Optimization exercise on an open flow, not production practice. RTL: at most simulated, not proved equivalent. Function not checked: run 2. Power: default activity.

## flow/design.v (module list and top-level ports; edited modules follow where they fit)
// module mulCore: 1483 lines
// module multiplierTop: 75 lines
module multiplierTop (
	input logic clk,
	input logic reset,
	input logic inValid,
	output logic inReady,
	input logic [35:0] inOperands,
	output logic outValid,
	input logic outReady,
	output logic [35:0] outProduct
);
  // ...
==> flow/run.sh <==
#!/bin/bash
# synth_recipe.tcl (not shown) runs the flow's synth.tcl, then flattens the netlist and writes it again
# the make line also repeats each setting of config.mk as NAME=value (left out here)
make -C /OpenROAD-flow-scripts/flow DESIGN_CONFIG=/design/flow/config.mk WORK_HOME=/design/flow/orfs CLKGATE_MAP_FILE= SYNTH_SCRIPT=/design/flow/synth_recipe.tcl finish
==> flow/config.mk <==
export PLATFORM = sky130hd
export DESIGN_NAME = multiplierTop
export DESIGN_NICKNAME = multiplierTop
export VERILOG_FILES = /design/flow/design.v
export SDC_FILE = /design/flow/constraint.sdc
export NUM_CORES = 4
export LEC_CHECK = 0
export CAP_MARGIN = 20
export CORE_MARGIN = 2
export CORE_UTILIZATION = 40
export CTS_BUF_LIST = sky130_fd_sc_hd__clkbuf_8
export CTS_CLUSTER_SIZE = 30
export SETUP_SLACK_MARGIN = 2.8
export SLEW_MARGIN = 20
==> flow/constraint.sdc <==
create_clock -name core_clock -period 5.0 [get_ports {clk}]
set_input_delay 1.0000 -clock core_clock [delete_from_list [all_inputs] [get_ports {clk}]]
set_output_delay 1.0000 -clock core_clock [all_outputs]
set_load 0.01 [all_outputs]
==> summary.md, run 1 <==
| Metric | Value |
|---|---|
| Status | `timing/DRC/antenna clean` |
| RSZ-0062 raised after global routing | `yes` |
| Post-synth ARST share | `0%` |
| Number of non-clock inverters | `around 240` |
| Seq pwr share | `a little under two fifths` |
| Utilization after layout | `50.4%` |
| CP bufs+invs | `4` |
| Most frequent cells in the layout | `361 x edfxtp_1, 258 x inv_1, 157 x xnor2_1, 140 x buf_4, 124 x a22oi_1` |
| Longest Clk Path Bufs | `3` |
| Ant. Diodes | `0` |
| Final Cell Area | `26000 µm²` |
| Post-Synth Adder-Cell Area | `between 10% and 20%` |
| Seq pwr | `~5.6 mW` |
| Clk slew on worst S/H paths | `0.06 ns` |
| Die H | `233 µm` |
| Number of cells on the critical path | `10` |
| Post_cts resized | `about 230` |
| Largest reg by FF count | `prodReg` |
| Comb power | `roughly 6 mW` |
| Clk sink count | `404` |
| Sequential fraction of the synthesis area | `55.8%` |
| Starting DRT DRC Count | `about 820` |
| I/O Buffers | `between 70 and 80` |
| Internal Pwr Total | `9.76 mW` |
| NumNets Final | `about 2000` |
| Worst r2r path cells | `10` |
| Final setup viols | `0` |
| DR top layer | `met4` |
| Later-pin clock latency in the skew report | `0.64 ns` |
| Crit end category | `flop` |
| Mux contribution to synthesized area | `1.98%` |
| Main combinational cell family by area after synthesis | `adder cells` |
| Die area | `about 54000 µm²` |
| Postcts setup bufs | `between 100 and 150` |
| Starting Density | `roughly 40%` |
| Simple-gate share of the synthesized area | `between 2 and 3%` |
| Delay-heaviest family, CP | `compound AO/OA/AOI/OAI gates` |
| Cell area after synthesis | `approximately 21000 µm²` |
| Count of clock buffers in the final design | `76` |
Testbench counts, summed over its fixed seeds: cycles 32,048, items 32,000.
==> run 2, diff against run 1 <==
==> flow/design.v (replaced) <==
`default_nettype none
package mulPkg;
	localparam int productWidth = 2 * 18;
	localparam int capacity = 7;
endpackage
`default_nettype wire
`default_nettype none
module mulCore (
	input wire clk,
	input wire [2:0] en,
	input wire [35:0] ops,
	output wire [35:0] prod
);
	wire w1;
	wire w2;
	wire w3;
	wire w4;
	wire w5;
	wire w6;
	wire w7;
	wire w8;
	wire w9;
	wire w10;
	wire w11;
	wire w12;
	wire w13;
	wire w14;
	wire w15;
	wire w16;
	wire w17;
	wire w18;
	wire w64;
	wire w65;
	wire w66;
	wire w67;
	wire w68;
	wire w69;
	wire w70;
	wire w71;
	wire w72;
	wire w73;
	wire w74;
	wire w75;
	wire w76;
	wire w77;
	wire w78;
	wire w79;
	wire w80;
	wire w81;
	wire w82;
	wire w83;
	wire w84;
	wire w85;
	wire w86;
	wire w87;
	wire w88;
	wire w89;
	wire w90;
	wire w91;
	wire w92;
	wire w93;
	wire w94;
	wire w95;
	wire w96;
	wire w97;
	wire w98;
	wire w99;
	wire w100;
	wire w101;
	wire w102;
	wire w103;
	wire w104;
	wire w105;
	wire w106;
	wire w107;
	wire w108;
	wire w109;
	wire w110;
	wire w111;
	wire w112;
	wire w113;
	wire w114;
	wire w115;
	wire w116;
	wire w117;
	wire w118;
	wire w119;
	wire w120;
	wire w121;
	wire w122;
	wire w123;
	wire w124;
	wire w125;
	wire w126;
	wire w127;
	wire w128;
	wire w129;
	wire w130;
	wire w131;
	wire w132;
	wire w133;
	wire w134;
	wire w135;
	wire w136;
	wire w137;
	wire w138;
	wire w139;
	wire w140;
	wire w141;
	wire w142;
	wire w143;
	wire w144;
	wire w145;
	wire w146;
	wire w147;
	wire w148;
	wire w149;
	wire w150;
	wire w151;
	wire w152;
	wire w153;
	wire w154;
	wire w155;
	wire w156;
	wire w157;
	wire w158;
	wire w159;
	wire w160;
	wire w161;
	wire w162;
	wire w163;
	wire w164;
	wire w165;
	wire w166;
	wire w167;
	wire w168;
	wire w169;
	wire w170;
	wire w171;
	wire w172;
	wire w173;
	wire w174;
	wire w175;
	wire w176;
	wire w177;
	wire w178;
	wire w179;
	wire w180;
	wire w181;
	wire w182;
	wire w183;
	wire w184;
	wire w185;
	wire w186;
	wire w187;
	wire w188;
	wire w189;
	wire w190;
	wire w191;
	wire w192;
	wire w193;
	wire w194;
	wire w195;
	wire w196;
	wire w197;
	wire w198;
	wire w199;
	wire w200;
	wire w201;
	wire w202;
	wire w203;
	wire w204;
	wire w205;
	wire w206;
	wire w207;
	wire w208;
	wire w209;
	wire w210;
	wire w211;
	wire w212;
	wire w213;
	wire w214;
	wire w215;
	wire w216;
	wire w217;
	wire w218;
	wire w219;
	wire w220;
	wire w221;
	wire w222;
	wire w223;
	wire w224;
	wire w225;
	wire w226;
	wire w227;
	wire w228;
	wire w229;
	wire w230;
	wire w231;
	wire w232;
	wire w233;
	wire w234;
	wire w235;
	wire w236;
	wire w237;
	wire w238;
	wire w239;
	wire w240;
	wire w241;
	wire w242;
	wire w243;
	wire w244;
	wire w245;
	wire w246;
	wire w247;
	wire w248;
	wire w249;
	wire w250;
	wire w251;
	wire w252;
	wire w253;
	wire w254;
	wire w255;
	wire w256;
	wire w257;
	wire w258;
	wire w259;
	wire w260;
	wire w261;
	wire w262;
	wire w263;
	wire w264;
	wire w265;
	wire w266;
	wire w267;
	wire w268;
	wire w269;
	wire w270;
	wire w271;
	wire w272;
	wire w273;
	wire w274;
	wire w275;
	wire w276;
	wire w277;
	wire w278;
	wire w279;
	wire w280;
	wire w281;
	wire w282;
	wire w283;
	wire w284;
	wire w285;
	wire w286;
	wire w287;
	wire w288;
	wire w289;
	wire w290;
	wire w291;
	wire w292;
	wire w293;
	wire w294;
	wire w295;
	wire w296;
	wire w297;
	wire w298;
	wire w299;
	wire w300;
	wire w301;
	wire w302;
	wire w303;
	wire w304;
	wire w305;
	wire w306;
	wire w307;
	wire w308;
	wire w309;
	wire w310;
	wire w311;
	wire w312;
	wire w313;
	wire w314;
	wire w315;
	wire w316;
	wire w317;
	wire w318;
	wire w319;
	wire w320;
	wire w321;
	wire w322;
	wire w323;
	wire w324;
	wire w325;
	wire w326;
	wire w327;
	wire w328;
	wire w329;
	wire w330;
	wire w331;
	wire w332;
	wire w333;
	wire w334;
	wire w335;
	wire w336;
	wire w337;
	wire w338;
	wire w339;
	wire w340;
	wire w341;
	wire w342;
	wire w343;
	wire w344;
	wire w345;
	wire w346;
	wire w347;
	wire w348;
	wire w349;
	wire w350;
	wire w351;
	wire w352;
	wire w353;
	wire w354;
	wire w355;
	wire w356;
	wire w357;
	wire w358;
	wire w359;
	wire w360;
	wire w361;
	wire w362;
	wire w363;
	wire w364;
	wire w365;
	wire w366;
	wire w367;
	wire w368;
	wire w369;
	wire w370;
	wire w371;
	wire w372;
	wire w373;
	wire w374;
	wire w375;
	wire w376;
	wire w377;
	wire w378;
	wire w379;
	wire w380;
	wire w381;
	wire w382;
	wire w383;
	wire w384;
	wire w385;
	wire w386;
	wire w387;
	wire w388;
	wire w389;
	wire w390;
	wire w391;
	wire w392;
	wire w393;
	wire w394;
	wire w395;
	wire w396;
	wire w397;
	wire w398;
	wire w399;
	wire w400;
	wire w401;
	wire w402;
	wire w403;
	wire w404;
	wire w508;
	wire w509;
	wire w510;
	wire w511;
	wire w512;
	wire w513;
	wire w514;
	wire w515;
	wire w516;
	wire w517;
	wire w518;
	wire w519;
	wire w520;
	wire w521;
	wire w522;
	wire w523;
	wire w524;
	wire w525;
	wire w526;
	wire w527;
	wire w528;
	wire w529;
	wire w530;
	wire w531;
	wire w532;
	wire w533;
	wire w534;
	wire w535;
	wire w536;
	wire w537;
	wire w538;
	wire w539;
	wire w540;
	wire w541;
	wire w542;
	wire w543;
	wire w544;
	wire w545;
	wire w546;
	wire w547;
	wire w548;
	wire w549;
	wire w550;
	wire w551;
	wire w552;
	wire w553;
	wire w554;
	wire w555;
	wire w556;
	wire w557;
	wire w558;
	wire w559;
	wire w560;
	wire w561;
	wire w562;
	wire w563;
	wire w564;
	wire w565;
	wire w566;
	wire w567;
	wire w568;
	wire w569;
	wire w570;
	wire w571;
	wire w572;
	wire w573;
	wire w574;
	wire w575;
	wire w576;
	wire w577;
	wire w578;
	wire w579;
	wire w580;
	wire w581;
	wire w582;
	wire w583;
	wire w584;
	wire w585;
	wire w586;
	wire w587;
	wire w588;
	wire w589;
	wire w590;
	wire w591;
	wire w592;
	wire w593;
	wire w594;
	wire w595;
	wire w596;
	wire w597;
	wire w598;
	wire w599;
	wire w600;
	wire w601;
	wire w602;
	wire w603;
	wire w604;
	wire w605;
	wire w606;
	wire w607;
	wire w608;
	wire w609;
	wire w610;
	wire w611;
	wire w612;
	wire w613;
	wire w614;
	wire w615;
	wire w616;
	wire w617;
	wire w618;
	wire w619;
	wire w620;
	wire w621;
	wire w622;
	wire w623;
	wire w624;
	wire w625;
	wire [8:0] lo626;
	reg r0_19;
	reg r0_20;
	reg r0_21;
	reg r0_22;
	reg r0_23;
	reg r0_24;
	reg r0_25;
	reg r0_26;
	reg r0_27;
	reg r0_28;
	reg r0_29;
	reg r0_30;
	reg r0_31;
	reg r0_32;
	reg r0_33;
	reg r0_34;
	reg r0_35;
	reg r0_36;
	reg r0_37;
	reg r0_38;
	reg r0_39;
	reg r0_40;
	reg r0_41;
	reg r0_42;
	reg r0_43;
	reg r0_44;
	reg r0_45;
	reg r0_46;
	reg r0_47;
	reg r0_48;
	reg r0_49;
	reg r0_50;
	reg r0_51;
	reg r0_52;
	reg r0_53;
	reg r0_54;
	reg r0_55;
	reg r0_56;
	reg r0_57;
	reg r0_58;
	reg r0_59;
	reg r0_60;
	reg r0_61;
	reg r0_62;
	reg r0_63;
	reg r1_405;
	reg r1_406;
	reg r1_407;
	reg r1_408;
	reg r1_409;
	reg r1_410;
	reg r1_411;
	reg r1_412;
	reg r1_413;
	reg r1_414;
	reg r1_415;
	reg r1_416;
	reg r1_417;
	reg r1_418;
	reg r1_419;
	reg r1_420;
	reg r1_421;
	reg r1_422;
	reg r1_423;
	reg r1_424;
	reg r1_425;
	reg r1_426;
	reg r1_427;
	reg r1_428;
	reg r1_429;
	reg r1_430;
	reg r1_431;
	reg r1_432;
	reg r1_433;
	reg r1_434;
	reg r1_435;
	reg r1_436;
	reg r1_437;
	reg r1_438;
	reg r1_439;
	reg r1_440;
	reg r1_441;
	reg r1_442;
	reg r1_443;
	reg r1_444;
	reg r1_445;
	reg r1_446;
	reg r1_447;
	reg r1_448;
	reg r1_449;
	reg r1_450;
	reg r1_451;
	reg r1_452;
	reg r1_453;
	reg r1_454;
	reg r1_455;
	reg r1_456;
	reg r1_457;
	reg r1_458;
	reg r1_459;
	reg r1_460;
	reg r1_461;
	reg r1_462;
	reg r1_463;
	reg r1_464;
	reg r1_465;
	reg r1_466;
	reg r1_467;
	reg r1_468;
	reg r1_469;
	reg r1_470;
	reg r1_471;
	reg r1_472;
	reg r1_473;
	reg r1_474;
	reg r1_475;
	reg r1_476;
	reg r1_477;
	reg r1_478;
	reg r1_479;
	reg r1_480;
	reg r1_481;
	reg r1_482;
	reg r1_483;
	reg r1_484;
	reg r1_485;
	reg r1_486;
	reg r1_487;
	reg r1_488;
	reg r1_489;
	reg r1_490;
	reg r1_491;
	reg r1_492;
	reg r1_493;
	reg r1_494;
	reg r1_495;
	reg r1_496;
	reg r1_497;
	reg r1_498;
	reg r1_499;
	reg r1_500;
	reg r1_501;
	reg r1_502;
	reg r1_503;
	reg r1_504;
	reg r1_505;
	reg r1_506;
	reg r1_507;
	reg r2_627;
	reg r2_628;
	reg r2_629;
	reg r2_630;
	reg r2_631;
	reg r2_632;
	reg r2_633;
	reg r2_634;
	reg r2_635;
	reg r2_636;
	reg r2_637;
	reg r2_638;
	reg r2_639;
	reg r2_640;
	reg r2_641;
	reg r2_642;
	reg r2_643;
	reg r2_644;
	reg r2_645;
	reg r2_646;
	reg r2_647;
	reg r2_648;
	reg r2_649;
	reg r2_650;
	reg r2_651;
	reg r2_652;
	reg r2_653;
	reg r2_654;
	reg r2_655;
	reg r2_656;
	reg r2_657;
	reg r2_658;
	reg r2_659;
	reg r2_660;
	reg r2_661;
	reg r2_662;
	reg r2_663;
	reg r2_664;
	reg r2_665;
	reg r2_666;
	reg r2_667;
	reg r2_668;
	reg r2_669;
	reg r2_670;
	reg r2_671;
	reg r2_672;
	reg r2_673;
	reg r2_674;
	reg r2_675;
	reg r2_676;
	reg r2_677;
	reg r2_678;
	reg r2_679;
	reg r2_680;
	reg r2_681;
	reg r2_682;
	reg r2_683;
	reg r2_684;
	reg r2_685;
	reg r2_686;
	reg r2_687;
	reg r2_688;
	reg r2_689;
	assign w1 = ops[0];
	assign w2 = ops[1] & ~ops[0];
	assign w3 = ops[2] ^ ops[1];
	assign w4 = (ops[3] & ~ops[2] & ~ops[1]) | (~ops[3] & ops[2] & ops[1]);
	assign w5 = ops[4] ^ ops[3];
	assign w6 = (ops[5] & ~ops[4] & ~ops[3]) | (~ops[5] & ops[4] & ops[3]);
	assign w7 = ops[6] ^ ops[5];
	assign w8 = (ops[7] & ~ops[6] & ~ops[5]) | (~ops[7] & ops[6] & ops[5]);
	assign w9 = ops[8] ^ ops[7];
	assign w10 = (ops[9] & ~ops[8] & ~ops[7]) | (~ops[9] & ops[8] & ops[7]);
	assign w11 = ops[10] ^ ops[9];
	assign w12 = (ops[11] & ~ops[10] & ~ops[9]) | (~ops[11] & ops[10] & ops[9]);
	assign w13 = ops[12] ^ ops[11];
	assign w14 = (ops[13] & ~ops[12] & ~ops[11]) | (~ops[13] & ops[12] & ops[11]);
	assign w15 = ops[14] ^ ops[13];
	assign w16 = (ops[15] & ~ops[14] & ~ops[13]) | (~ops[15] & ops[14] & ops[13]);
	assign w17 = ops[16] ^ ops[15];
	assign w18 = (ops[17] & ~ops[16] & ~ops[15]) | (~ops[17] & ops[16] & ops[15]);
	assign w64 = ((r0_37 & r0_19)) ^ r0_55;
	assign w65 = ((r0_37 & r0_20) | (r0_46 & r0_19)) ^ r0_55;
	assign w66 = ((r0_37 & r0_21) | (r0_46 & r0_20)) ^ r0_55;
	assign w67 = ((r0_37 & r0_22) | (r0_46 & r0_21)) ^ r0_55;
	assign w68 = ((r0_37 & r0_23) | (r0_46 & r0_22)) ^ r0_55;
	assign w69 = ((r0_37 & r0_24) | (r0_46 & r0_23)) ^ r0_55;
	assign w70 = ((r0_37 & r0_25) | (r0_46 & r0_24)) ^ r0_55;
	assign w71 = ((r0_37 & r0_26) | (r0_46 & r0_25)) ^ r0_55;
	assign w72 = ((r0_37 & r0_27) | (r0_46 & r0_26)) ^ r0_55;
	assign w73 = ((r0_37 & r0_28) | (r0_46 & r0_27)) ^ r0_55;
	assign w74 = ((r0_37 & r0_29) | (r0_46 & r0_28)) ^ r0_55;
	assign w75 = ((r0_37 & r0_30) | (r0_46 & r0_29)) ^ r0_55;
	assign w76 = ((r0_37 & r0_31) | (r0_46 & r0_30)) ^ r0_55;
	assign w77 = ((r0_37 & r0_32) | (r0_46 & r0_31)) ^ r0_55;
	assign w78 = ((r0_37 & r0_33) | (r0_46 & r0_32)) ^ r0_55;
	assign w79 = ((r0_37 & r0_34) | (r0_46 & r0_33)) ^ r0_55;
	assign w80 = ((r0_37 & r0_35) | (r0_46 & r0_34)) ^ r0_55;
	assign w81 = ((r0_37 & r0_36) | (r0_46 & r0_35)) ^ r0_55;
	assign w82 = ~(((r0_37 & r0_36) | (r0_46 & r0_36)) ^ r0_55);
	assign w83 = ((r0_38 & r0_19)) ^ r0_56;
	assign w84 = ((r0_38 & r0_20) | (r0_47 & r0_19)) ^ r0_56;
	assign w85 = ((r0_38 & r0_21) | (r0_47 & r0_20)) ^ r0_56;
	assign w86 = ((r0_38 & r0_22) | (r0_47 & r0_21)) ^ r0_56;
	assign w87 = ((r0_38 & r0_23) | (r0_47 & r0_22)) ^ r0_56;
	assign w88 = ((r0_38 & r0_24) | (r0_47 & r0_23)) ^ r0_56;
	assign w89 = ((r0_38 & r0_25) | (r0_47 & r0_24)) ^ r0_56;
	assign w90 = ((r0_38 & r0_26) | (r0_47 & r0_25)) ^ r0_56;
	assign w91 = ((r0_38 & r0_27) | (r0_47 & r0_26)) ^ r0_56;
	assign w92 = ((r0_38 & r0_28) | (r0_47 & r0_27)) ^ r0_56;
	assign w93 = ((r0_38 & r0_29) | (r0_47 & r0_28)) ^ r0_56;
	assign w94 = ((r0_38 & r0_30) | (r0_47 & r0_29)) ^ r0_56;
	assign w95 = ((r0_38 & r0_31) | (r0_47 & r0_30)) ^ r0_56;
	assign w96 = ((r0_38 & r0_32) | (r0_47 & r0_31)) ^ r0_56;
	assign w97 = ((r0_38 & r0_33) | (r0_47 & r0_32)) ^ r0_56;
	assign w98 = ((r0_38 & r0_34) | (r0_47 & r0_33)) ^ r0_56;
	assign w99 = ((r0_38 & r0_35) | (r0_47 & r0_34)) ^ r0_56;
	assign w100 = ((r0_38 & r0_36) | (r0_47 & r0_35)) ^ r0_56;
	assign w101 = ~(((r0_38 & r0_36) | (r0_47 & r0_36)) ^ r0_56);
	assign w102 = ((r0_39 & r0_19)) ^ r0_57;
	assign w103 = ((r0_39 & r0_20) | (r0_48 & r0_19)) ^ r0_57;
	assign w104 = ((r0_39 & r0_21) | (r0_48 & r0_20)) ^ r0_57;
	assign w105 = ((r0_39 & r0_22) | (r0_48 & r0_21)) ^ r0_57;
	assign w106 = ((r0_39 & r0_23) | (r0_48 & r0_22)) ^ r0_57;
	assign w107 = ((r0_39 & r0_24) | (r0_48 & r0_23)) ^ r0_57;
	assign w108 = ((r0_39 & r0_25) | (r0_48 & r0_24)) ^ r0_57;
	assign w109 = ((r0_39 & r0_26) | (r0_48 & r0_25)) ^ r0_57;
	assign w110 = ((r0_39 & r0_27) | (r0_48 & r0_26)) ^ r0_57;
	assign w111 = ((r0_39 & r0_28) | (r0_48 & r0_27)) ^ r0_57;
	assign w112 = ((r0_39 & r0_29) | (r0_48 & r0_28)) ^ r0_57;
	assign w113 = ((r0_39 & r0_30) | (r0_48 & r0_29)) ^ r0_57;
	assign w114 = ((r0_39 & r0_31) | (r0_48 & r0_30)) ^ r0_57;
	assign w115 = ((r0_39 & r0_32) | (r0_48 & r0_31)) ^ r0_57;
	assign w116 = ((r0_39 & r0_33) | (r0_48 & r0_32)) ^ r0_57;
	assign w117 = ((r0_39 & r0_34) | (r0_48 & r0_33)) ^ r0_57;
	assign w118 = ((r0_39 & r0_35) | (r0_48 & r0_34)) ^ r0_57;
	assign w119 = ((r0_39 & r0_36) | (r0_48 & r0_35)) ^ r0_57;
	assign w120 = ~(((r0_39 & r0_36) | (r0_48 & r0_36)) ^ r0_57);
	assign w121 = ((r0_40 & r0_19)) ^ r0_58;
	assign w122 = ((r0_40 & r0_20) | (r0_49 & r0_19)) ^ r0_58;
	assign w123 = ((r0_40 & r0_21) | (r0_49 & r0_20)) ^ r0_58;
	assign w124 = ((r0_40 & r0_22) | (r0_49 & r0_21)) ^ r0_58;
	assign w125 = ((r0_40 & r0_23) | (r0_49 & r0_22)) ^ r0_58;
	assign w126 = ((r0_40 & r0_24) | (r0_49 & r0_23)) ^ r0_58;
	assign w127 = ((r0_40 & r0_25) | (r0_49 & r0_24)) ^ r0_58;
	assign w128 = ((r0_40 & r0_26) | (r0_49 & r0_25)) ^ r0_58;
	assign w129 = ((r0_40 & r0_27) | (r0_49 & r0_26)) ^ r0_58;
	assign w130 = ((r0_40 & r0_28) | (r0_49 & r0_27)) ^ r0_58;
	assign w131 = ((r0_40 & r0_29) | (r0_49 & r0_28)) ^ r0_58;
	assign w132 = ((r0_40 & r0_30) | (r0_49 & r0_29)) ^ r0_58;
	assign w133 = ((r0_40 & r0_31) | (r0_49 & r0_30)) ^ r0_58;
	assign w134 = ((r0_40 & r0_32) | (r0_49 & r0_31)) ^ r0_58;
	assign w135 = ((r0_40 & r0_33) | (r0_49 & r0_32)) ^ r0_58;
	assign w136 = ((r0_40 & r0_34) | (r0_49 & r0_33)) ^ r0_58;
	assign w137 = ((r0_40 & r0_35) | (r0_49 & r0_34)) ^ r0_58;
	assign w138 = ((r0_40 & r0_36) | (r0_49 & r0_35)) ^ r0_58;
	assign w139 = ~(((r0_40 & r0_36) | (r0_49 & r0_36)) ^ r0_58);
	assign w140 = ((r0_41 & r0_19)) ^ r0_59;
	assign w141 = ((r0_41 & r0_20) | (r0_50 & r0_19)) ^ r0_59;
	assign w142 = ((r0_41 & r0_21) | (r0_50 & r0_20)) ^ r0_59;
	assign w143 = ((r0_41 & r0_22) | (r0_50 & r0_21)) ^ r0_59;
	assign w144 = ((r0_41 & r0_23) | (r0_50 & r0_22)) ^ r0_59;
	assign w145 = ((r0_41 & r0_24) | (r0_50 & r0_23)) ^ r0_59;
	assign w146 = ((r0_41 & r0_25) | (r0_50 & r0_24)) ^ r0_59;
	assign w147 = ((r0_41 & r0_26) | (r0_50 & r0_25)) ^ r0_59;
	assign w148 = ((r0_41 & r0_27) | (r0_50 & r0_26)) ^ r0_59;
	assign w149 = ((r0_41 & r0_28) | (r0_50 & r0_27)) ^ r0_59;
	assign w150 = ((r0_41 & r0_29) | (r0_50 & r0_28)) ^ r0_59;
	assign w151 = ((r0_41 & r0_30) | (r0_50 & r0_29)) ^ r0_59;
	assign w152 = ((r0_41 & r0_31) | (r0_50 & r0_30)) ^ r0_59;
	assign w153 = ((r0_41 & r0_32) | (r0_50 & r0_31)) ^ r0_59;
	assign w154 = ((r0_41 & r0_33) | (r0_50 & r0_32)) ^ r0_59;
	assign w155 = ((r0_41 & r0_34) | (r0_50 & r0_33)) ^ r0_59;
	assign w156 = ((r0_41 & r0_35) | (r0_50 & r0_34)) ^ r0_59;
	assign w157 = ((r0_41 & r0_36) | (r0_50 & r0_35)) ^ r0_59;
	assign w158 = ~(((r0_41 & r0_36) | (r0_50 & r0_36)) ^ r0_59);
	assign w159 = ((r0_42 & r0_19)) ^ r0_60;
	assign w160 = ((r0_42 & r0_20) | (r0_51 & r0_19)) ^ r0_60;
	assign w161 = ((r0_42 & r0_21) | (r0_51 & r0_20)) ^ r0_60;
	assign w162 = ((r0_42 & r0_22) | (r0_51 & r0_21)) ^ r0_60;
	assign w163 = ((r0_42 & r0_23) | (r0_51 & r0_22)) ^ r0_60;
	assign w164 = ((r0_42 & r0_24) | (r0_51 & r0_23)) ^ r0_60;
	assign w165 = ((r0_42 & r0_25) | (r0_51 & r0_24)) ^ r0_60;
	assign w166 = ((r0_42 & r0_26) | (r0_51 & r0_25)) ^ r0_60;
	assign w167 = ((r0_42 & r0_27) | (r0_51 & r0_26)) ^ r0_60;
	assign w168 = ((r0_42 & r0_28) | (r0_51 & r0_27)) ^ r0_60;
	assign w169 = ((r0_42 & r0_29) | (r0_51 & r0_28)) ^ r0_60;
	assign w170 = ((r0_42 & r0_30) | (r0_51 & r0_29)) ^ r0_60;
	assign w171 = ((r0_42 & r0_31) | (r0_51 & r0_30)) ^ r0_60;
	assign w172 = ((r0_42 & r0_32) | (r0_51 & r0_31)) ^ r0_60;
	assign w173 = ((r0_42 & r0_33) | (r0_51 & r0_32)) ^ r0_60;
	assign w174 = ((r0_42 & r0_34) | (r0_51 & r0_33)) ^ r0_60;
	assign w175 = ((r0_42 & r0_35) | (r0_51 & r0_34)) ^ r0_60;
	assign w176 = ((r0_42 & r0_36) | (r0_51 & r0_35)) ^ r0_60;
	assign w177 = ~(((r0_42 & r0_36) | (r0_51 & r0_36)) ^ r0_60);
	assign w178 = ((r0_43 & r0_19)) ^ r0_61;
	assign w179 = ((r0_43 & r0_20) | (r0_52 & r0_19)) ^ r0_61;
	assign w180 = ((r0_43 & r0_21) | (r0_52 & r0_20)) ^ r0_61;
	assign w181 = ((r0_43 & r0_22) | (r0_52 & r0_21)) ^ r0_61;
	assign w182 = ((r0_43 & r0_23) | (r0_52 & r0_22)) ^ r0_61;
	assign w183 = ((r0_43 & r0_24) | (r0_52 & r0_23)) ^ r0_61;
	assign w184 = ((r0_43 & r0_25) | (r0_52 & r0_24)) ^ r0_61;
	assign w185 = ((r0_43 & r0_26) | (r0_52 & r0_25)) ^ r0_61;
	assign w186 = ((r0_43 & r0_27) | (r0_52 & r0_26)) ^ r0_61;
	assign w187 = ((r0_43 & r0_28) | (r0_52 & r0_27)) ^ r0_61;
	assign w188 = ((r0_43 & r0_29) | (r0_52 & r0_28)) ^ r0_61;
	assign w189 = ((r0_43 & r0_30) | (r0_52 & r0_29)) ^ r0_61;
	assign w190 = ((r0_43 & r0_31) | (r0_52 & r0_30)) ^ r0_61;
	assign w191 = ((r0_43 & r0_32) | (r0_52 & r0_31)) ^ r0_61;
	assign w192 = ((r0_43 & r0_33) | (r0_52 & r0_32)) ^ r0_61;
	assign w193 = ((r0_43 & r0_34) | (r0_52 & r0_33)) ^ r0_61;
	assign w194 = ((r0_43 & r0_35) | (r0_52 & r0_34)) ^ r0_61;
	assign w195 = ((r0_43 & r0_36) | (r0_52 & r0_35)) ^ r0_61;
	assign w196 = ~(((r0_43 & r0_36) | (r0_52 & r0_36)) ^ r0_61);
	assign w197 = ((r0_44 & r0_19)) ^ r0_62;
	assign w198 = ((r0_44 & r0_20) | (r0_53 & r0_19)) ^ r0_62;
	assign w199 = ((r0_44 & r0_21) | (r0_53 & r0_20)) ^ r0_62;
	assign w200 = ((r0_44 & r0_22) | (r0_53 & r0_21)) ^ r0_62;
	assign w201 = ((r0_44 & r0_23) | (r0_53 & r0_22)) ^ r0_62;
	assign w202 = ((r0_44 & r0_24) | (r0_53 & r0_23)) ^ r0_62;
	assign w203 = ((r0_44 & r0_25) | (r0_53 & r0_24)) ^ r0_62;
	assign w204 = ((r0_44 & r0_26) | (r0_53 & r0_25)) ^ r0_62;
	assign w205 = ((r0_44 & r0_27) | (r0_53 & r0_26)) ^ r0_62;
	assign w206 = ((r0_44 & r0_28) | (r0_53 & r0_27)) ^ r0_62;
	assign w207 = ((r0_44 & r0_29) | (r0_53 & r0_28)) ^ r0_62;
	assign w208 = ((r0_44 & r0_30) | (r0_53 & r0_29)) ^ r0_62;
	assign w209 = ((r0_44 & r0_31) | (r0_53 & r0_30)) ^ r0_62;
	assign w210 = ((r0_44 & r0_32) | (r0_53 & r0_31)) ^ r0_62;
	assign w211 = ((r0_44 & r0_33) | (r0_53 & r0_32)) ^ r0_62;
	assign w212 = ((r0_44 & r0_34) | (r0_53 & r0_33)) ^ r0_62;
	assign w213 = ((r0_44 & r0_35) | (r0_53 & r0_34)) ^ r0_62;
	assign w214 = ((r0_44 & r0_36) | (r0_53 & r0_35)) ^ r0_62;
	assign w215 = ~(((r0_44 & r0_36) | (r0_53 & r0_36)) ^ r0_62);
	assign w216 = ((r0_45 & r0_19)) ^ r0_63;
	assign w217 = ((r0_45 & r0_20) | (r0_54 & r0_19)) ^ r0_63;
	assign w218 = ((r0_45 & r0_21) | (r0_54 & r0_20)) ^ r0_63;
	assign w219 = ((r0_45 & r0_22) | (r0_54 & r0_21)) ^ r0_63;
	assign w220 = ((r0_45 & r0_23) | (r0_54 & r0_22)) ^ r0_63;
	assign w221 = ((r0_45 & r0_24) | (r0_54 & r0_23)) ^ r0_63;
	assign w222 = ((r0_45 & r0_25) | (r0_54 & r0_24)) ^ r0_63;
	assign w223 = ((r0_45 & r0_26) | (r0_54 & r0_25)) ^ r0_63;
	assign w224 = ((r0_45 & r0_27) | (r0_54 & r0_26)) ^ r0_63;
	assign w225 = ((r0_45 & r0_28) | (r0_54 & r0_27)) ^ r0_63;
	assign w226 = ((r0_45 & r0_29) | (r0_54 & r0_28)) ^ r0_63;
	assign w227 = ((r0_45 & r0_30) | (r0_54 & r0_29)) ^ r0_63;
	assign w228 = ((r0_45 & r0_31) | (r0_54 & r0_30)) ^ r0_63;
	assign w229 = ((r0_45 & r0_32) | (r0_54 & r0_31)) ^ r0_63;
	assign w230 = ((r0_45 & r0_33) | (r0_54 & r0_32)) ^ r0_63;
	assign w231 = ((r0_45 & r0_34) | (r0_54 & r0_33)) ^ r0_63;
	assign w232 = ((r0_45 & r0_35) | (r0_54 & r0_34)) ^ r0_63;
	assign w233 = ((r0_45 & r0_36) | (r0_54 & r0_35)) ^ r0_63;
	assign w234 = ~(((r0_45 & r0_36) | (r0_54 & r0_36)) ^ r0_63);
	assign w235 = r0_56 ^ w66 ^ w83;
	assign w236 = (r0_56 & w66) | (r0_56 & w83) | (w66 & w83);
	assign w237 = w67 ^ w84 ^ w236;
	assign w238 = (w67 & w84) | (w67 & w236) | (w84 & w236);
	assign w239 = r0_57 ^ w68 ^ w85;
	assign w240 = (r0_57 & w68) | (r0_57 & w85) | (w68 & w85);
	assign w241 = w69 ^ w86 ^ w103;
	assign w242 = (w69 & w86) | (w69 & w103) | (w86 & w103);
	assign w243 = r0_58 ^ w70 ^ w87;
	assign w244 = (r0_58 & w70) | (r0_58 & w87) | (w70 & w87);
	assign w245 = w104 ^ w121 ^ w242;
	assign w246 = (w104 & w121) | (w104 & w242) | (w121 & w242);
	assign w247 = w71 ^ w88 ^ w105;
	assign w248 = (w71 & w88) | (w71 & w105) | (w88 & w105);
	assign w249 = w122 ^ w244 ^ w247;
	assign w250 = (w122 & w244) | (w122 & w247) | (w244 & w247);
	assign w251 = r0_59 ^ w72 ^ w89;
	assign w252 = (r0_59 & w72) | (r0_59 & w89) | (w72 & w89);
	assign w253 = w106 ^ w123 ^ w140;
	assign w254 = (w106 & w123) | (w106 & w140) | (w123 & w140);
	assign w255 = w248 ^ w251 ^ w253;
	assign w256 = (w248 & w251) | (w248 & w253) | (w251 & w253);
	assign w257 = w73 ^ w90 ^ w107;
	assign w258 = (w73 & w90) | (w73 & w107) | (w90 & w107);
	assign w259 = w124 ^ w141 ^ w252;
	assign w260 = (w124 & w141) | (w124 & w252) | (w141 & w252);
	assign w261 = r0_60 ^ w74 ^ w91;
	assign w262 = (r0_60 & w74) | (r0_60 & w91) | (w74 & w91);
	assign w263 = w108 ^ w125 ^ w142;
	assign w264 = (w108 & w125) | (w108 & w142) | (w125 & w142);
	assign w265 = w159 ^ w258 ^ w261;
	assign w266 = (w159 & w258) | (w159 & w261) | (w258 & w261);
	assign w267 = w75 ^ w92 ^ w109;
	assign w268 = (w75 & w92) | (w75 & w109) | (w92 & w109);
	assign w269 = w126 ^ w143 ^ w160;
	assign w270 = (w126 & w143) | (w126 & w160) | (w143 & w160);
	assign w271 = w262 ^ w264 ^ w267;
	assign w272 = (w262 & w264) | (w262 & w267) | (w264 & w267);
	assign w273 = r0_61 ^ w76 ^ w93;
	assign w274 = (r0_61 & w76) | (r0_61 & w93) | (w76 & w93);
	assign w275 = w110 ^ w127 ^ w144;
	assign w276 = (w110 & w127) | (w110 & w144) | (w127 & w144);
	assign w277 = w161 ^ w178 ^ w268;
	assign w278 = (w161 & w178) | (w161 & w268) | (w178 & w268);
	assign w279 = w270 ^ w273 ^ w275;
	assign w280 = (w270 & w273) | (w270 & w275) | (w273 & w275);
	assign w281 = w77 ^ w94 ^ w111;
	assign w282 = (w77 & w94) | (w77 & w111) | (w94 & w111);
	assign w283 = w128 ^ w145 ^ w162;
	assign w284 = (w128 & w145) | (w128 & w162) | (w145 & w162);
	assign w285 = w179 ^ w274 ^ w276;
	assign w286 = (w179 & w274) | (w179 & w276) | (w274 & w276);
	assign w287 = r0_62 ^ w78 ^ w95;
	assign w288 = (r0_62 & w78) | (r0_62 & w95) | (w78 & w95);
	assign w289 = w112 ^ w129 ^ w146;
	assign w290 = (w112 & w129) | (w112 & w146) | (w129 & w146);
	assign w291 = w163 ^ w180 ^ w197;
	assign w292 = (w163 & w180) | (w163 & w197) | (w180 & w197);
	assign w293 = w282 ^ w284 ^ w287;
	assign w294 = (w282 & w284) | (w282 & w287) | (w284 & w287);
	assign w295 = w79 ^ w96 ^ w113;
	assign w296 = (w79 & w96) | (w79 & w113) | (w96 & w113);
	assign w297 = w130 ^ w147 ^ w164;
	assign w298 = (w130 & w147) | (w130 & w164) | (w147 & w164);
	assign w299 = w181 ^ w198 ^ w288;
	assign w300 = (w181 & w198) | (w181 & w288) | (w198 & w288);
	assign w301 = w290 ^ w292 ^ w295;
	assign w302 = (w290 & w292) | (w290 & w295) | (w292 & w295);
	assign w303 = r0_63 ^ w80 ^ w97;
	assign w304 = (r0_63 & w80) | (r0_63 & w97) | (w80 & w97);
	assign w305 = w114 ^ w131 ^ w148;
	assign w306 = (w114 & w131) | (w114 & w148) | (w131 & w148);
	assign w307 = w165 ^ w182 ^ w199;
	assign w308 = (w165 & w182) | (w165 & w199) | (w182 & w199);
	assign w309 = w216 ^ w296 ^ w298;
	assign w310 = (w216 & w296) | (w216 & w298) | (w296 & w298);
	assign w311 = w303 ^ w305 ^ w307;
	assign w312 = (w303 & w305) | (w303 & w307) | (w305 & w307);
	assign w313 = w81 ^ w98 ^ w115;
	assign w314 = (w81 & w98) | (w81 & w115) | (w98 & w115);
	assign w315 = w132 ^ w149 ^ w166;
	assign w316 = (w132 & w149) | (w132 & w166) | (w149 & w166);
	assign w317 = w183 ^ w200 ^ w217;
	assign w318 = (w183 & w200) | (w183 & w217) | (w200 & w217);
	assign w319 = w304 ^ w306 ^ w308;
	assign w320 = (w304 & w306) | (w304 & w308) | (w306 & w308);
	assign w321 = w313 ^ w315 ^ w317;
	assign w322 = (w313 & w315) | (w313 & w317) | (w315 & w317);
	assign w323 = 1'b1 ^ w82 ^ w99;
	assign w324 = (1'b1 & w82) | (1'b1 & w99) | (w82 & w99);
	assign w325 = w116 ^ w133 ^ w150;
	assign w326 = (w116 & w133) | (w116 & w150) | (w133 & w150);
	assign w327 = w167 ^ w184 ^ w201;
	assign w328 = (w167 & w184) | (w167 & w201) | (w184 & w201);
	assign w329 = w218 ^ w314 ^ w316;
	assign w330 = (w218 & w314) | (w218 & w316) | (w314 & w316);
	assign w331 = w318 ^ w323 ^ w325;
	assign w332 = (w318 & w323) | (w318 & w325) | (w323 & w325);
	assign w333 = 1'b1 ^ w100 ^ w117;
	assign w334 = (1'b1 & w100) | (1'b1 & w117) | (w100 & w117);
	assign w335 = w134 ^ w151 ^ w168;
	assign w336 = (w134 & w151) | (w134 & w168) | (w151 & w168);
	assign w337 = w185 ^ w202 ^ w219;
	assign w338 = (w185 & w202) | (w185 & w219) | (w202 & w219);
	assign w339 = w324 ^ w326 ^ w328;
	assign w340 = (w324 & w326) | (w324 & w328) | (w326 & w328);
	assign w341 = w333 ^ w335 ^ w337;
	assign w342 = (w333 & w335) | (w333 & w337) | (w335 & w337);
	assign w343 = w101 ^ w118 ^ w135;
	assign w344 = (w101 & w118) | (w101 & w135) | (w118 & w135);
	assign w345 = w152 ^ w169 ^ w186;
	assign w346 = (w152 & w169) | (w152 & w186) | (w169 & w186);
	assign w347 = w203 ^ w220 ^ w334;
	assign w348 = (w203 & w220) | (w203 & w334) | (w220 & w334);
	assign w349 = w336 ^ w338 ^ w343;
	assign w350 = (w336 & w338) | (w336 & w343) | (w338 & w343);
	assign w351 = 1'b1 ^ w119 ^ w136;
	assign w352 = (1'b1 & w119) | (1'b1 & w136) | (w119 & w136);
	assign w353 = w153 ^ w170 ^ w187;
	assign w354 = (w153 & w170) | (w153 & w187) | (w170 & w187);
	assign w355 = w204 ^ w221 ^ w344;
	assign w356 = (w204 & w221) | (w204 & w344) | (w221 & w344);
	assign w357 = w346 ^ w351 ^ w353;
	assign w358 = (w346 & w351) | (w346 & w353) | (w351 & w353);
	assign w359 = w120 ^ w137 ^ w154;
	assign w360 = (w120 & w137) | (w120 & w154) | (w137 & w154);
	assign w361 = w171 ^ w188 ^ w205;
	assign w362 = (w171 & w188) | (w171 & w205) | (w188 & w205);
	assign w363 = w222 ^ w352 ^ w354;
	assign w364 = (w222 & w352) | (w222 & w354) | (w352 & w354);
	assign w365 = 1'b1 ^ w138 ^ w155;
	assign w366 = (1'b1 & w138) | (1'b1 & w155) | (w138 & w155);
	assign w367 = w172 ^ w189 ^ w206;
	assign w368 = (w172 & w189) | (w172 & w206) | (w189 & w206);
	assign w369 = w223 ^ w360 ^ w362;
	assign w370 = (w223 & w360) | (w223 & w362) | (w360 & w362);
	assign w371 = w139 ^ w156 ^ w173;
	assign w372 = (w139 & w156) | (w139 & w173) | (w156 & w173);
	assign w373 = w190 ^ w207 ^ w224;
	assign w374 = (w190 & w207) | (w190 & w224) | (w207 & w224);
	assign w375 = w366 ^ w368 ^ w371;
	assign w376 = (w366 & w368) | (w366 & w371) | (w368 & w371);
	assign w377 = 1'b1 ^ w157 ^ w174;
	assign w378 = (1'b1 & w157) | (1'b1 & w174) | (w157 & w174);
	assign w379 = w191 ^ w208 ^ w225;
	assign w380 = (w191 & w208) | (w191 & w225) | (w208 & w225);
	assign w381 = w372 ^ w374 ^ w377;
	assign w382 = (w372 & w374) | (w372 & w377) | (w374 & w377);
	assign w383 = w158 ^ w175 ^ w192;
	assign w384 = (w158 & w175) | (w158 & w192) | (w175 & w192);
	assign w385 = w209 ^ w226 ^ w378;
	assign w386 = (w209 & w226) | (w209 & w378) | (w226 & w378);
	assign w387 = 1'b1 ^ w176 ^ w193;
	assign w388 = (1'b1 & w176) | (1'b1 & w193) | (w176 & w193);
	assign w389 = w210 ^ w227 ^ w384;
	assign w390 = (w210 & w227) | (w210 & w384) | (w227 & w384);
	assign w391 = w177 ^ w194 ^ w211;
	assign w392 = (w177 & w194) | (w177 & w211) | (w194 & w211);
	assign w393 = w228 ^ w388 ^ w391;
	assign w394 = (w228 & w388) | (w228 & w391) | (w388 & w391);
	assign w395 = 1'b1 ^ w195 ^ w212;
	assign w396 = (1'b1 & w195) | (1'b1 & w212) | (w195 & w212);
	assign w397 = w229 ^ w392 ^ w395;
	assign w398 = (w229 & w392) | (w229 & w395) | (w392 & w395);
	assign w399 = w196 ^ w213 ^ w230;
	assign w400 = (w196 & w213) | (w196 & w230) | (w213 & w230);
	assign w401 = 1'b1 ^ w214 ^ w231;
	assign w402 = (1'b1 & w214) | (1'b1 & w231) | (w214 & w231);
	assign w403 = w215 ^ w232 ^ w402;
	assign w404 = (w215 & w232) | (w215 & w402) | (w232 & w402);
	assign w508 = r1_410 ^ r1_411;
	assign w509 = r1_410 & r1_411;
	assign w510 = r1_413 ^ r1_414;
	assign w511 = r1_413 & r1_414;
	assign w512 = r1_415 ^ r1_416;
	assign w513 = r1_415 & r1_416;
	assign w514 = r1_417 ^ r1_418;
	assign w515 = r1_417 & r1_418;
	assign w516 = r1_419 ^ r1_420;
	assign w517 = r1_419 & r1_420;
	assign w518 = r1_421 ^ r1_422 ^ r1_423;
	assign w519 = (r1_421 & r1_422) | (r1_421 & r1_423) | (r1_422 & r1_423);
	assign w520 = r1_424 ^ w517;
	assign w521 = r1_424 & w517;
	assign w522 = r1_425 ^ r1_426 ^ r1_427;
	assign w523 = (r1_425 & r1_426) | (r1_425 & r1_427) | (r1_426 & r1_427);
	assign w524 = w519 ^ w521;
	assign w525 = w519 & w521;
	assign w526 = r1_428 ^ r1_429 ^ r1_430;
	assign w527 = (r1_428 & r1_429) | (r1_428 & r1_430) | (r1_429 & r1_430);
	assign w528 = w523 ^ w526;
	assign w529 = w523 & w526;
	assign w530 = r1_431 ^ r1_432 ^ r1_433;
	assign w531 = (r1_431 & r1_432) | (r1_431 & r1_433) | (r1_432 & r1_433);
	assign w532 = w527 ^ w530;
	assign w533 = w527 & w530;
	assign w534 = r1_434 ^ r1_435 ^ r1_436;
	assign w535 = (r1_434 & r1_435) | (r1_434 & r1_436) | (r1_435 & r1_436);
	assign w536 = r1_437 ^ r1_438 ^ w531;
	assign w537 = (r1_437 & r1_438) | (r1_437 & w531) | (r1_438 & w531);
	assign w538 = w534 ^ w533;
	assign w539 = w534 & w533;
	assign w540 = r1_439 ^ r1_440 ^ r1_441;
	assign w541 = (r1_439 & r1_440) | (r1_439 & r1_441) | (r1_440 & r1_441);
	assign w542 = r1_442 ^ w535 ^ w540;
	assign w543 = (r1_442 & w535) | (r1_442 & w540) | (w535 & w540);
	assign w544 = w537 ^ w539;
	assign w545 = w537 & w539;
	assign w546 = r1_443 ^ r1_444 ^ r1_445;
	assign w547 = (r1_443 & r1_444) | (r1_443 & r1_445) | (r1_444 & r1_445);
	assign w548 = r1_446 ^ w541 ^ w546;
	assign w549 = (r1_446 & w541) | (r1_446 & w546) | (w541 & w546);
	assign w550 = w543 ^ w548;
	assign w551 = w543 & w548;
	assign w552 = r1_447 ^ r1_448 ^ r1_449;
	assign w553 = (r1_447 & r1_448) | (r1_447 & r1_449) | (r1_448 & r1_449);
	assign w554 = r1_450 ^ w547 ^ w552;
	assign w555 = (r1_450 & w547) | (r1_450 & w552) | (w547 & w552);
	assign w556 = w549 ^ w554;
	assign w557 = w549 & w554;
	assign w558 = r1_451 ^ r1_452 ^ r1_453;
	assign w559 = (r1_451 & r1_452) | (r1_451 & r1_453) | (r1_452 & r1_453);
	assign w560 = r1_454 ^ w553 ^ w558;
	assign w561 = (r1_454 & w553) | (r1_454 & w558) | (w553 & w558);
	assign w562 = w555 ^ w560;
	assign w563 = w555 & w560;
	assign w564 = r1_455 ^ r1_456 ^ r1_457;
	assign w565 = (r1_455 & r1_456) | (r1_455 & r1_457) | (r1_456 & r1_457);
	assign w566 = r1_458 ^ r1_459 ^ w559;
	assign w567 = (r1_458 & r1_459) | (r1_458 & w559) | (r1_459 & w559);
	assign w568 = w564 ^ w561 ^ w566;
	assign w569 = (w564 & w561) | (w564 & w566) | (w561 & w566);
	assign w570 = r1_460 ^ r1_461 ^ r1_462;
	assign w571 = (r1_460 & r1_461) | (r1_460 & r1_462) | (r1_461 & r1_462);
	assign w572 = r1_463 ^ w565 ^ w570;
	assign w573 = (r1_463 & w565) | (r1_463 & w570) | (w565 & w570);
	assign w574 = w567 ^ w572;
	assign w575 = w567 & w572;
	assign w576 = r1_464 ^ r1_465 ^ r1_466;
	assign w577 = (r1_464 & r1_465) | (r1_464 & r1_466) | (r1_465 & r1_466);
	assign w578 = r1_467 ^ r1_468 ^ w571;
	assign w579 = (r1_467 & r1_468) | (r1_467 & w571) | (r1_468 & w571);
	assign w580 = w576 ^ w573 ^ w578;
	assign w581 = (w576 & w573) | (w576 & w578) | (w573 & w578);
	assign w582 = r1_469 ^ r1_470 ^ r1_471;
	assign w583 = (r1_469 & r1_470) | (r1_469 & r1_471) | (r1_470 & r1_471);
	assign w584 = r1_472 ^ w577 ^ w582;
	assign w585 = (r1_472 & w577) | (r1_472 & w582) | (w577 & w582);
	assign w586 = w579 ^ w584;
	assign w587 = w579 & w584;
	assign w588 = r1_473 ^ r1_474 ^ r1_475;
	assign w589 = (r1_473 & r1_474) | (r1_473 & r1_475) | (r1_474 & r1_475);
	assign w590 = r1_476 ^ r1_477 ^ w583;
	assign w591 = (r1_476 & r1_477) | (r1_476 & w583) | (r1_477 & w583);
	assign w592 = w588 ^ w585 ^ w590;
	assign w593 = (w588 & w585) | (w588 & w590) | (w585 & w590);
	assign w594 = r1_478 ^ r1_479 ^ r1_480;
	assign w595 = (r1_478 & r1_479) | (r1_478 & r1_480) | (r1_479 & r1_480);
	assign w596 = r1_481 ^ w589 ^ w594;
	assign w597 = (r1_481 & w589) | (r1_481 & w594) | (w589 & w594);
	assign w598 = w591 ^ w596;
	assign w599 = w591 & w596;
	assign w600 = r1_482 ^ r1_483 ^ r1_484;
	assign w601 = (r1_482 & r1_483) | (r1_482 & r1_484) | (r1_483 & r1_484);
	assign w602 = w595 ^ w600 ^ w597;
	assign w603 = (w595 & w600) | (w595 & w597) | (w600 & w597);
	assign w604 = r1_485 ^ r1_486 ^ r1_487;
	assign w605 = (r1_485 & r1_486) | (r1_485 & r1_487) | (r1_486 & r1_487);
	assign w606 = w601 ^ w604;
	assign w607 = w601 & w604;
	assign w608 = r1_488 ^ r1_489 ^ r1_490;
	assign w609 = (r1_488 & r1_489) | (r1_488 & r1_490) | (r1_489 & r1_490);
	assign w610 = r1_491 ^ w605 ^ w608;
	assign w611 = (r1_491 & w605) | (r1_491 & w608) | (w605 & w608);
	assign w612 = r1_492 ^ r1_493 ^ r1_494;
	assign w613 = (r1_492 & r1_493) | (r1_492 & r1_494) | (r1_493 & r1_494);
	assign w614 = w609 ^ w612;
	assign w615 = w609 & w612;
	assign w616 = r1_495 ^ r1_496 ^ w613;
	assign w617 = (r1_495 & r1_496) | (r1_495 & w613) | (r1_496 & w613);
	assign w618 = r1_497 ^ r1_498;
	assign w619 = r1_497 & r1_498;
	assign w620 = r1_499 ^ r1_500 ^ r1_501;
	assign w621 = (r1_499 & r1_500) | (r1_499 & r1_501) | (r1_500 & r1_501);
	assign w622 = r1_502 ^ r1_503;
	assign w623 = r1_502 & r1_503;
	assign w624 = 1'b1 ^ r1_505;
	assign w625 = 1'b1 & r1_505;
	assign lo626 = {1'b0, w513, w511, w509, r1_412, r1_409, r1_408, r1_407, r1_405} + {1'b0, w514, w512, w510, w508, 1'b0, 1'b0, 1'b0, r1_406};
	always @(posedge clk) begin
		if (en[0]) begin
			r0_19 <= ops[18];
			r0_20 <= ops[19];
			r0_21 <= ops[20];
			r0_22 <= ops[21];
			r0_23 <= ops[22];
			r0_24 <= ops[23];
			r0_25 <= ops[24];
			r0_26 <= ops[25];
			r0_27 <= ops[26];
			r0_28 <= ops[27];
			r0_29 <= ops[28];
			r0_30 <= ops[29];
			r0_31 <= ops[30];
			r0_32 <= ops[31];
			r0_33 <= ops[32];
			r0_34 <= ops[33];
			r0_35 <= ops[34];
			r0_36 <= ops[35];
			r0_37 <= w1;
			r0_38 <= w3;
			r0_39 <= w5;
			r0_40 <= w7;
			r0_41 <= w9;
			r0_42 <= w11;
			r0_43 <= w13;
			r0_44 <= w15;
			r0_45 <= w17;
			r0_46 <= w2;
			r0_47 <= w4;
			r0_48 <= w6;
			r0_49 <= w8;
			r0_50 <= w10;
			r0_51 <= w12;
			r0_52 <= w14;
			r0_53 <= w16;
			r0_54 <= w18;
			r0_55 <= ops[1];
			r0_56 <= ops[3];
			r0_57 <= ops[5];
			r0_58 <= ops[7];
			r0_59 <= ops[9];
			r0_60 <= ops[11];
			r0_61 <= ops[13];
			r0_62 <= ops[15];
			r0_63 <= ops[17];
		end
	end
	always @(posedge clk) begin
		if (en[1]) begin
			r1_405 <= r0_55;
			r1_406 <= w64;
			r1_407 <= w65;
			r1_408 <= w235;
			r1_409 <= w237;
			r1_410 <= w102;
			r1_411 <= w239;
			r1_412 <= w238;
			r1_413 <= w240;
			r1_414 <= w241;
			r1_415 <= w243;
			r1_416 <= w245;
			r1_417 <= w246;
			r1_418 <= w249;
			r1_419 <= w250;
			r1_420 <= w255;
			r1_421 <= w254;
			r1_422 <= w257;
			r1_423 <= w256;
			r1_424 <= w259;
			r1_425 <= w263;
			r1_426 <= w260;
			r1_427 <= w265;
			r1_428 <= w269;
			r1_429 <= w266;
			r1_430 <= w271;
			r1_431 <= w272;
			r1_432 <= w277;
			r1_433 <= w279;
			r1_434 <= w281;
			r1_435 <= w283;
			r1_436 <= w278;
			r1_437 <= w280;
			r1_438 <= w285;
			r1_439 <= w289;
			r1_440 <= w291;
			r1_441 <= w286;
			r1_442 <= w293;
			r1_443 <= w297;
			r1_444 <= w294;
			r1_445 <= w299;
			r1_446 <= w301;
			r1_447 <= w300;
			r1_448 <= w302;
			r1_449 <= w309;
			r1_450 <= w311;
			r1_451 <= w310;
			r1_452 <= w312;
			r1_453 <= w319;
			r1_454 <= w321;
			r1_455 <= w327;
			r1_456 <= w320;
			r1_457 <= w322;
			r1_458 <= w329;
			r1_459 <= w331;
			r1_460 <= w330;
			r1_461 <= w332;
			r1_462 <= w339;
			r1_463 <= w341;
			r1_464 <= w345;
			r1_465 <= w340;
			r1_466 <= w342;
			r1_467 <= w347;
			r1_468 <= w349;
			r1_469 <= w348;
			r1_470 <= w350;
			r1_471 <= w355;
			r1_472 <= w357;
			r1_473 <= w359;
			r1_474 <= w361;
			r1_475 <= w356;
			r1_476 <= w358;
			r1_477 <= w363;
			r1_478 <= w365;
			r1_479 <= w367;
			r1_480 <= w364;
			r1_481 <= w369;
			r1_482 <= w373;
			r1_483 <= w370;
			r1_484 <= w375;
			r1_485 <= w379;
			r1_486 <= w376;
			r1_487 <= w381;
			r1_488 <= w380;
			r1_489 <= w383;
			r1_490 <= w382;
			r1_491 <= w385;
			r1_492 <= w387;
			r1_493 <= w386;
			r1_494 <= w389;
			r1_495 <= w390;
			r1_496 <= w393;
			r1_497 <= w394;
			r1_498 <= w397;
			r1_499 <= w396;
			r1_500 <= w399;
			r1_501 <= w398;
			r1_502 <= w400;
			r1_503 <= w401;
			r1_504 <= w403;
			r1_505 <= w233;
			r1_506 <= w404;
			r1_507 <= w234;
		end
	end
	always @(posedge clk) begin
		if (en[2]) begin
			r2_627 <= lo626[0];
			r2_628 <= lo626[1];
			r2_629 <= lo626[2];
			r2_630 <= lo626[3];
			r2_631 <= lo626[4];
			r2_632 <= lo626[5];
			r2_633 <= lo626[6];
			r2_634 <= lo626[7];
			r2_635 <= lo626[8];
			r2_636 <= w515;
			r2_637 <= w516;
			r2_638 <= w518;
			r2_639 <= w520;
			r2_640 <= w522;
			r2_641 <= w524;
			r2_642 <= w525;
			r2_643 <= w528;
			r2_644 <= w529;
			r2_645 <= w532;
			r2_646 <= w536;
			r2_647 <= w538;
			r2_648 <= w542;
			r2_649 <= w544;
			r2_650 <= w545;
			r2_651 <= w550;
			r2_652 <= w551;
			r2_653 <= w556;
			r2_654 <= w557;
			r2_655 <= w562;
			r2_656 <= w563;
			r2_657 <= w568;
			r2_658 <= w574;
			r2_659 <= w569;
			r2_660 <= w575;
			r2_661 <= w580;
			r2_662 <= w586;
			r2_663 <= w581;
			r2_664 <= w587;
			r2_665 <= w592;
			r2_666 <= w598;
			r2_667 <= w593;
			r2_668 <= w599;
			r2_669 <= w602;
			r2_670 <= w606;
			r2_671 <= w603;
			r2_672 <= w607;
			r2_673 <= w610;
			r2_674 <= w614;
			r2_675 <= w611;
			r2_676 <= w615;
			r2_677 <= w616;
			r2_678 <= w618;
			r2_679 <= w617;
			r2_680 <= w619;
			r2_681 <= w620;
			r2_682 <= w622;
			r2_683 <= w621;
			r2_684 <= r1_504;
			r2_685 <= w623;
			r2_686 <= r1_506;
			r2_687 <= w624;
			r2_688 <= r1_507;
			r2_689 <= w625;
		end
	end
	wire [27:0] hiA = {1'b1, r2_688, r2_686, r2_684, r2_682, r2_680, r2_678, r2_676, r2_674, r2_672, r2_670, r2_668, r2_666, r2_664, r2_662, r2_660, r2_658, r2_656, r2_654, r2_652, r2_650, r2_648, r2_646, r2_644, r2_642, r2_640, r2_638, r2_636};
	wire [27:0] hiB = {1'b0, r2_689, r2_687, r2_685, r2_683, r2_681, r2_679, r2_677, r2_675, r2_673, r2_671, r2_669, r2_667, r2_665, r2_663, r2_661, r2_659, r2_657, r2_655, r2_653, r2_651, r2_649, r2_647, r2_645, r2_643, r2_641, r2_639, r2_637};
	wire [28:0] hiSum = {hiA, 1'b1} + {hiB, r2_635};
	assign prod = {hiSum[28:1], r2_634, r2_633, r2_632, r2_631, r2_630, r2_629, r2_628, r2_627};
endmodule
`default_nettype wire
`default_nettype none
module multiplierTop (
	input logic clk,
	input logic reset,
	input logic inValid,
	output logic inReady,
	input logic [35:0] inOperands,
	output logic outValid,
	input logic outReady,
	output logic [35:0] outProduct
);
	localparam int coreStages = 3;
	localparam int stages = mulPkg::capacity - 1;
	localparam int width = mulPkg::productWidth;
	logic [stages:1] valid;
	logic [stages+1:1] ready;
	logic [35:0] coreIn;
	logic coreInValid;
	logic [width-1:0] coreProd;
	logic [width-1:0] prodReg [stages:coreStages+1];
	assign ready[stages+1] = outReady;
	for (genvar k = 1; k <= stages; k++) begin : readyChain
		assign ready[k] = !valid[k] || ready[k+1];
	end
	logic skidValid;
	logic [35:0] skidData;
	assign inReady = !skidValid;
	assign coreIn = skidValid ? skidData : inOperands;
	assign coreInValid = skidValid || inValid;
	always_ff @(posedge clk) begin
		if (reset) begin
			skidValid <= 1'b0;
		end else if (skidValid) begin
			skidValid <= !ready[1];
		end else begin
			skidValid <= inValid && !ready[1];
		end
	end
	always_ff @(posedge clk) begin
		if (!skidValid) begin
			skidData <= inOperands;
		end
	end
	always_ff @(posedge clk) begin
		if (reset) begin
			valid <= '0;
		end else begin
			if (ready[1]) begin
				valid[1] <= coreInValid;
			end
			for (int k = 2; k <= stages; k++) begin
				if (ready[k]) begin
					valid[k] <= valid[k-1];
				end
			end
		end
	end
	mulCore mulCore_inst (
		.clk(clk),
		.en(ready[(coreStages > 0 ? coreStages : 1):1]),
		.ops(coreIn),
		.prod(coreProd)
	);
	always_ff @(posedge clk) begin
		if (ready[coreStages+1]) begin
			prodReg[coreStages+1] <= coreProd;
		end
		for (int k = coreStages + 2; k <= stages; k++) begin
			if (ready[k]) begin
				prodReg[k] <= prodReg[k-1];
			end
		end
	end
	assign outValid = valid[stages];
	assign outProduct = prodReg[stages];
endmodule
`default_nettype wire
==> flow/config.mk (replaced) <==
export PLATFORM = sky130hd
export DESIGN_NAME = multiplierTop
export DESIGN_NICKNAME = multiplierTop
export VERILOG_FILES = /design/flow/design.v
export SDC_FILE = /design/flow/constraint.sdc
export NUM_CORES = 4
export LEC_CHECK = 0
export CAP_MARGIN = 20
export CORE_MARGIN = 2
export CORE_UTILIZATION = 40
export SETUP_SLACK_MARGIN = 2.8
export SLEW_MARGIN = 20
==> summary.md, run 2 <==
| Metric | Value |
|---|---|
| Status | `timing/DRC/antenna clean (unchanged)` |
| Final GP Congestion | `0.846 (was 0.831)` |
| Fillers | `3814 (was 4401)` |
| Mapped Cells | `1390 (was 1588)` |
| Required time worst endpoint | `5.30 ns (was 5.37 ns)` |
| FMAX | `0.407 GHz (was 0.428 GHz)` |
| Clk sink count | `362 (was 404)` |
| Place WS | `1.74 ns (was 1.56 ns)` |
| P_leak | `9.68 nW (was 10.5 nW)` |
| Die Wd | `222 µm (was 233 µm)` |
| Starting Density | `40.8% (was 40.6%)` |
| Flops & latches, synth | `362 (was 404)` |
| Sequential fraction of the synthesis area | `54.8% (was 55.8%)` |
| H-tree depth reported by CTS | `2 (was 3)` |
| Gr ovfl total | `0 (unchanged)` |
| Overall global routing resource usage | `17.4% (was 17.8%)` |
| Sequential cell area | `10400 µm² (was 11700 µm²)` |
| First-pass GRT wire length | `67300 µm (was 73900 µm)` |
| Setup TNS | `0 ns (unchanged)` |
| Post-Synth XOR/XNOR Area | `9.61% (was 8.68%)` |
| Worst r2r path cells | `7 (was 10)` |
| CP max stage delay | `0.44 ns (was 0.43 ns)` |
| Max Clock Skew | `0.0199 ns (was 0.0353 ns)` |
| Placed wire-length estimate | `25400 µm (was 27600 µm)` |
| FP Rows | `79 (was 83)` |
| Most common cell after layout, fill and taps aside | `edfxtp_1 (unchanged)` |
| Pin count of the biggest net entering global routing | `48 (was 71)` |
| Ant. Diodes | `0 (unchanged)` |
| Max reg flops | `108 (unchanged)` |
| Hold Vio Cnt, Final | `0 (unchanged)` |
| Largest area contributor in the netlist | `edfxtp_1 (unchanged)` |
| RSZ-0062 raised after global routing | `yes (unchanged)` |
| Num CTS Buffers | `40 (was 70)` |
| Die H | `222 µm (was 233 µm)` |
| Root Buffer | `clkbuf_16 (was clkbuf_8)` |
| CP bufs+invs | `0 (was 4)` |
| Later-pin clock latency in the skew report | `0.56 ns (was 0.64 ns)` |
| Routed length per placed instance | `19.2 µm (was 18.4 µm)` |
| Synth unique cells | `59 (was 50)` |
| Fraction of layout cells with a size suffix above 1 | `33.3% (was 26.1%)` |
| R2R Setup Slk | `2.54 ns (was 2.67 ns)` |
| Min Tclk post-route | `2.46 ns (was 2.33 ns)` |
| Crit path cell chain | `fa_2, a21oi_4, o22ai_4, a2111o_1, a221oi_4, o21ba_1, xnor2_1 (was ha_4, a211oi_4, a22oi_2, a31o_1, a21oi_2, buf_4, buf_4, buf_4, buf_4, xnor2_1)` |
| Max_cap viols | `0 (unchanged)` |
| Clk slew on worst S/H paths | `0.06 ns (about the same)` |
| Slew margin rel. | `60.6% (was 66.3%)` |
| YS warnings | `3 (unchanged)` |
| Final setup viols | `0 (unchanged)` |
| Dominant cell by count in the synthesized netlist | `edfxtp_1 (unchanged)` |
| Hold Crit Class | `flop to flop (unchanged)` |
| Starting DRT DRC Count | `767 (was 823)` |
| Critical Path Slowest Stage Cell | `edfxtp_1 (unchanged)` |
| Final setup margin | `2.54 ns (was 2.67 ns)` |
| Most frequent cells in the layout | `319 x edfxtp_1, 123 x xnor2_1, 117 x buf_4, 106 x inv_1, 77 x a22oi_2 (was 361 x edfxtp_1, 258 x inv_1, 157 x xnor2_1, 140 x buf_4, 124 x a22oi_1)` |
| Largest registers | `prodReg: 108 flops, skidData: 36 flops, valid: 6 flops (unchanged)` |
| NumNets Final | `1829 (was 2025)` |
| FF-to-FF Start | `mulCore_inst.r2_636$_DFFE_PP_ (was mulCore_inst.r2_674$_DFFE_PP_)` |
| Fin. max-slew vios | `0 (unchanged)` |
| Boundary Pins | `78 (unchanged)` |
| Terminus of the critical flop-to-flop path | `prodReg[4][31]$_DFFE_PP_ (was prodReg[4][15]$_DFFE_PP_)` |
| Core ar. | `46800 µm² (was 51600 µm²)` |
| Main combinational cell family by area after synthesis | `adder cells (unchanged)` |
| DRC viols | `0 (unchanged)` |
| CTS tree | `yes (unchanged)` |
| Mux contribution to synthesized area | `2.09% (was 1.98%)` |
| Simple-gate share of the synthesized area | `2.64% (was 2.80%)` |
| Synth top area cells | `edfxtp_1 50%, fa_1 12%, xnor2_1 6.8% (was edfxtp_1 52%, fa_1 10%, xnor2_1 6.6%)` |
| Syn_nets | `1606 (was 1804)` |
| Hold Path Cell Cnt | `0 (unchanged)` |
| Delay-heaviest family, CP | `compound AO/OA/AOI/OAI gates (unchanged)` |
| Synth top cells by count | `319 x edfxtp_1, 153 x a22oi_1, 149 x xnor2_1 (was 361 x edfxtp_1, 238 x inv_1, 158 x xnor2_1)` |
| Via Count | `11676 (was 12759)` |
| Routed wire length | `43300 µm (was 46700 µm)` |
| Dominant synthesized flop cell | `edfxtp_1 (unchanged)` |
| Drt pass-1 iters | `5 (unchanged)` |
| Cell area after synthesis | `19100 µm² (was 21000 µm²)` |
| Vias in the first global route | `12226 (was 13469)` |
| Arrival time worst endpoint | `2.76 ns (was 2.70 ns)` |
| Die area | `49400 µm² (was 54300 µm²)` |
| Syn Area/Cell | `13.7 µm² (was 13.2 µm²)` |
| Slew @ Worst Pin | `0.591 ns (was 0.491 ns)` |
| Area of the multi-input gates | `8820 µm² (was 8840 µm²)` |
| Worst-case vdd ir drop | `0.257 mV (was 0.230 mV)` |
| Post-synth ARST share | `0% (unchanged)` |
| Min-delay src | `prodReg[4][7]$_DFFE_PP_ (was prodReg[5][11]$_DFFE_PP_)` |
| Ratio of final minimum period to clock period | `49.2% (was 46.7%)` |
| ANT nets after route | `0 (unchanged)` |
| Crit end category | `flop (unchanged)` |
| Crit Path Class | `flop to flop (unchanged)` |
| Longest Clk Path Bufs | `3 (unchanged)` |
| Top cell type's share of synthesized area | `50.3% (was 51.7%)` |
| Largest reg by FF count | `prodReg (unchanged)` |
| Post-Synth Adder-Cell Area | `16.0% (was 14.4%)` |
| Post-synth EDFFs | `319 (was 361)` |
| Compound-Gate Fraction of Synth Area | `10.2% (was 10.1%)` |
| Hold EP | `prodReg[5][7]$_DFFE_PP_ (was prodReg[6][11]$_DFFE_PP_)` |
| Crit path from | `mulCore_inst.r2_636$_DFFE_PP_ (was mulCore_inst.r2_674$_DFFE_PP_)` |
| I/O Buffers | `77 (unchanged)` |
| Synthesis-to-finish area growth | `30.8% (was 23.9%)` |
| Power per cell area | `543 nW/µm² (was 569 nW/µm²)` |
| CP startpoint kind | `flop (unchanged)` |
| Via/cell ratio | `5.19 (was 5.01)` |
## run 2: logic make-up after synthesis
family / Yosys count
buffers and inverters: 232
and+or+nand+nor: 106
DFF: 362
AOI/OAI and AO/OA: 268
adders and majority gates: 176
muxes: 37
xor gates and xnor gates: 209
## run 2: stage by stage
stage,std cells,total power [mW],area (µm²),hold slack (ns),util (%)
floorplan,1390,8.46,19500,0.400,-
global placement,1986,9.87,20500,0.401,43.8
detailed placement,1986,9.99,20500,0.405,43.8
CTS,2226,13.3,24200,0.417,51.7
global route,2249,14.5,24900,0.418,53.3
finish,2249,13.5,24900,0.414,53.3
## run 2: what timing repair did
item                       CTS  global route
resized for setup          205           164
buffers inserted           156            21
setup endpoints to repair  339           106
pin swaps                   76            95
gates cloned                13             2
hold buffers                 0             0
## run 2: how the worst max path moves through the flow
| stage | cells after the start | slack (ns) | end |
|---|---|---|---|
| after floorplan | 4 | 2.21 | mulCore_inst.r2_627$_DFFE_PP_ |
| after global routing | 7 | 2.47 | prodReg[4][27]$_DFFE_PP_ |
| after global placement | 6 | 1.79 | mulCore_inst.r2_687$_DFFE_PP_ |
| after detailed placement | 6 | 1.74 | mulCore_inst.r2_682$_DFFE_PP_ |
| final | 7 | 2.54 | prodReg[4][31]$_DFFE_PP_ |
| after CTS | 7 | 2.58 | prodReg[4][27]$_DFFE_PP_ |
## run 2: cell type report
type / count / share of cell area, %
clock buffers: 51 / 4.31
clock inverters: 20 / 0.743
inverters: 130 / 1.99
multi-input cells: 798 / 35.4
flip-flops and latches: 362 / 41.9
well taps: 607 / 3.05
repair buffers: 280 / 12.6
repair inverters: 1 / 0.0301
## run 2: per-layer routing
layer | global-route usage [%] | part of all wire [%] | routed length (µm) | vias up
met5 | 0 | 0 | 0 | -
met4 | 8.11 | 4.2 | 1830 | 0
met3 | 3.73 | 6.7 | 2890 | 134
met2 | 28.6 | 48 | 20600 | 438
met1 | 22.2 | 42 | 18000 | 5727
li1 | - | - | - | 5377
## run 2: power by group
group	internal (mW)	switching [mW]	total, mW	leakage, nW
combinational	2.51	2.88	5.39	5.30
clock	1.67	1.15	2.83	0.616
sequential	4.93	0.390	5.32	3.76
total	9.11	4.42	13.5	9.68
